From an optimization exercise on the open Yosys and OpenROAD flow, aimed at small area, a short achievable clock period and few clock cycles per item; shortcuts taken in it are not production practice.
RTL that was checked went through simulation tests only; none was proved equivalent to the original.

## rev 12
## trans_chroma_pipe
module trans_chroma_pipe (
  input  logic        clk,
  input  logic        rst_n,
  input  logic        in_valid,
  output logic        in_ready,
  input  logic [7:0]  y_in,
  input  logic [15:0] c_in,
  output logic [7:0]  lut_y,
  output logic        lut_rd_en,
  input  logic [39:0] lut_mean,
  input  logic [39:0] lut_width,
  output logic        out_valid,
  input  logic        out_ready,
  output logic [39:0] out_data
);
  logic stall;
  logic [2:0] v_q;
  logic [15:0] c0_q;
  logic p0_q;
  logic [19:0] dq0;
  logic [9:0] oneq0;
  logic [9:0] twoq0;
  logic [9:0] negq0;
  logic [19:0] raq0;
  logic [19:0] rbq0;
  logic lcq0;
  logic [19:0] dq1;
  logic [9:0] oneq1;
  logic [9:0] twoq1;
  logic [9:0] negq1;
  logic [19:0] raq1;
  logic [19:0] rbq1;
  logic lcq1;
  logic [19:0] me0;
  logic [19:0] we0;
  logic [19:0] d0;
  logic [9:0] one0;
  logic [9:0] two0;
  logic [9:0] neg0;
  logic [20:0] pp0_0;
  logic [20:0] pp0_1;
  logic [20:0] pp0_2;
  logic [20:0] pp0_3;
  logic [20:0] pp0_4;
  logic [20:0] pp0_5;
  logic [20:0] pp0_6;
  logic [20:0] pp0_7;
  logic [20:0] pp0_8;
  logic [20:0] pp0_9;
  logic s0_1;
  logic k0_2;
  logic s0_3;
  logic k0_4;
  logic s0_5;
  logic k0_6;
  logic s0_7;
  logic k0_8;
  logic s0_9;
  logic k0_10;
  logic s0_11;
  logic k0_12;
  logic s0_13;
  logic k0_14;
  logic s0_15;
  logic k0_16;
  ...
clock: 7.0 ns
lec_check: 0
cap_margin: 20
core_margin: 2
core_utilization: 40
setup_slack_margin: 3.0
slew_margin: 20
run.sh (not shown) runs the stock make flow with config.mk's settings and CLKGATE_MAP_FILE= SYNTH_SCRIPT=/design/flow/synth_recipe.tcl, a recipe that flattens the netlist after the stock synthesis.
Edits applied to the flow inputs when going from rev 12 to rev 13:
Settings: SETUP_SLACK_MARGIN removed (was 3.0).
==> summary.txt <==
Rev 13 did not stop at any stage, and its layout met the timing, DRC and antenna checks. Rev 13 vs. rev 12: via count decreased by 714 relative to the old numbers, minimum hold slack increased by 0.033 ns relative to the old numbers, critical path's largest stage delay increased by 0.16 ns relative to the old numbers. Rev 13 vs. rev 12: final worst setup slack went down by 0.74 ns. Of rev 13 and rev 12, rev 13 shows the lower mean routed wirelength per cell, with rev 12 above it. Comparing rev 12 against rev 13, there is no change at all in average cell area after synthesis.
No functional check of the RTL was part of any run of this note.


Another version of the RTL of trans_chroma_pipe (not shown whole).
For scale: roughly 2,200 cells after synthesis, ~280 flip-flops, about 160 I/O pins, about 25,000 um2 of cells after synthesis.
Settings: LEC_CHECK=0, CAP_MARGIN=20, CORE_MARGIN=2, CORE_UTILIZATION=40, CTS_BUF_LIST=sky130_fd_sc_hd__clkbuf_16, CTS_CLUSTER_DIAMETER=150, CTS_CLUSTER_SIZE=24, SETUP_SLACK_MARGIN=3.65, SLEW_MARGIN=20; clock period 7.0 ns.
standard.sh (not shown) runs the stock make flow with config.mk's settings and CLKGATE_MAP_FILE= SYNTH_SCRIPT=/design/flow/synth_recipe.tcl, a recipe that flattens the netlist after the stock synthesis.
==> flow/flow/run.sh <==
#!/bin/bash
# The standard layout with two changes:
#  - synthesis skips the ABC pass of Yosys's generic "synth" fine stage, so the
#    full adders are extracted from the RTL's own XOR/majority structure
#    (registers are untouched; ORFS's own ABC mapping still runs afterwards);
#  - the port buffers buffer_ports inserts are plain buf_1 cells.
set -euo pipefail
bash standard.sh SYNTH_ARGS=-noabc BUFFER_PORTS_ARGS="-buffer_cell sky130_fd_sc_hd__buf_1" finish > standard.log 2>&1
Testbench counts at the start, summed over its fixed seeds: cycles 16,032, pixels 16,000.
Next try:
- CTS_BUF_LIST: sky130_fd_sc_hd__clkbuf_16 -> sky130_fd_sc_hd__clkbuf_4
- CTS_CLUSTER_DIAMETER: 150 -> not set
- CTS_CLUSTER_SIZE: 24 -> 20
- SETUP_SLACK_MARGIN: 3.65 -> 3.5
Outcome: Maximum frequency falls by 5.6%. Clock skew climbs by 0.037 ns. Flip-flop and latch count does not change.
Next try:
- CTS_BUF_LIST: sky130_fd_sc_hd__clkbuf_4 -> not set
- CTS_CLUSTER_SIZE: 20 -> not set
- SETUP_SLACK_MARGIN: 3.5 -> 3.8
After rerunning: The changed run finished with timing, DRC and antenna clean; register-to-register slack improved by 0.31 ns; count of clock-buffer cells in the layout falls by 70; core utilization rose by 3.2 points; critical path depth shrinks by 4; hold slack gains 0.074 ns; setup slack gains 0.21 ns; final area increases by 7.3%; synthesized cell count is unchanged; fmax rose by 6.4%.


trans_chroma_pipe again, from the RTL that the note above started with.
Settings: LEC_CHECK=0, CAP_MARGIN=20, CORE_MARGIN=2, CORE_UTILIZATION=40, CTS_BUF_LIST=sky130_fd_sc_hd__clkbuf_16, CTS_CLUSTER_DIAMETER=150, CTS_CLUSTER_SIZE=24, SETUP_SLACK_MARGIN=3.6, SLEW_MARGIN=20; clock period 7.0 ns.
Scripts as last shown in full above: flow/flow/run.sh
Testbench counts at the start, summed over its fixed seeds: cycles 16,032, pixels 16,000.
Rerun with:
Settings changed: PLACE_DENSITY set to 0.5, SETUP_SLACK_MARGIN 3.6 to 3.65.
Outcome: Utilization increases by 0.96 points; via count increases by 2.0%; worst setup slack gains 90 ps; routed wire length increases by 7.0%; final cell count increases by 1.7%; final area increases by 2.2%; synthesized cell count stays the same; sequential share of layout area decreases by 0.68 points; non-clock buffer count increases by 44; clock-buffer cell count increases by 2; fmax increases by 2.7%.
Rerun with:
Settings changed: PLACE_DENSITY 0.5 to not set, TNS_END_PERCENT set to 5.
After rerunning: Final cell count went down by 1.5%. Setup slack loses 32 ps. Area after synthesis stays the same. Routed wire length shrinks by 5.9%. Cell area fell by 1.9%. Clock-buffer cell count came out lower by 2. Worst hold slack is about the same. Die area does not change. Global-route usage fell by 1.6 points.
Rerun with:
Settings changed: CTS_BUF_LIST sky130_fd_sc_hd__clkbuf_16 to not set, CTS_CLUSTER_DIAMETER 150 to not set, CTS_CLUSTER_SIZE 24 to not set, TNS_END_PERCENT 5 to not set.
Outcome: The changed run ran to the end with no violations. Routed wire length came out higher by 1.7%. Clock-buffer cell count climbs by 28. Final cell count is higher by 1.8%.
Rerun with:
Settings changed: CTS_BUF_LIST set to sky130_fd_sc_hd__clkbuf_8, CTS_CLUSTER_DIAMETER set to 100, CTS_CLUSTER_SIZE set to 14.
Effect: Final cell count is lower by 1.0%; wire length is about the same; synthesized area does not change; critical path depth goes down by 1; non-clock buffer count rises by 1; flip-flop and latch count does not change; core utilization goes down by 1.2 points; global-route usage hardly moves.
Rerun with:
Settings changed: CTS_BUF_LIST sky130_fd_sc_hd__clkbuf_8 to not set, CTS_CLUSTER_DIAMETER 100 to not set, CTS_CLUSTER_SIZE 14 to not set, SETUP_SLACK_MARGIN 3.65 to 3.5.
Outcome: Final cell count came out lower slightly; clock skew came out lower by 8.7 ps; worst hold slack gets worse by 21 ps; synthesized cell count stays the same; global-route usage came out lower by 0.74 points.

-- afterwards: timing with drivers on the ports --
The results above use ideal ports. As a check the final layouts listed here were re-extracted and re-timed, cells and wires unchanged. Step 1 assumes that a clkbuf_16 drives the clock port and a buf_2 every other input. Step 2 also shifts input and output timing later by t, the mid clock arrival at the registers, as if the neighbouring blocks saw the same clock. a / b / c = no drivers / after step 1 / after step 2; a / b = the first two.
run	t, ns	setup slack, ns	worst hold slack (ns)	worst setup path at the end	worst slew at a driven data input, ns
rev 12	0.605	2.149 / 2.091 / 2.608	0.449 / 0.449 / 0.449	input to register	0.07
rev 13	0.601	1.405 / 1.353 / 1.955	0.481 / 0.481 / 0.481	register to output	0.05
the first run of note 2	0.576	3.740 / 3.718 / 3.470	0.477 / 0.477 / 0.477	input to register	0.06
the second run of note 2	0.816	3.545 / 3.545 / 3.499	0.440 / 0.410 / 0.470	input to register	0.07
the third run of note 2	0.595	3.753 / 3.717 / 3.274	0.514 / 0.514 / 0.514	input to register	0.07
the first run of note 3	0.575	3.615 / 3.615 / 3.529	0.477 / 0.477 / 0.477	input to register	0.06
the second run of note 3	0.593	3.704 / 3.683 / 3.377	0.477 / 0.477 / 0.477	input to register	0.06
the third run of note 3	0.577	3.673 / 3.651 / 3.530	0.477 / 0.477 / 0.477	input to register	0.06
the fourth run of note 3	0.591	3.658 / 3.658 / 3.453	0.463 / 0.463 / 0.463	input to register	0.06
the fifth run of note 3	0.672	3.721 / 3.721 / 3.456	0.478 / 0.478 / 0.478	input to register	0.07
the sixth run of note 3	0.591	3.581 / 3.566 / 3.496	0.457 / 0.457 / 0.457	input to register	0.06
After both steps setup and hold are still met in every run listed. The setup slack of the third run of note 2, which loses most, moves by -0.036 ns with the drivers and by -0.479 ns with both steps.
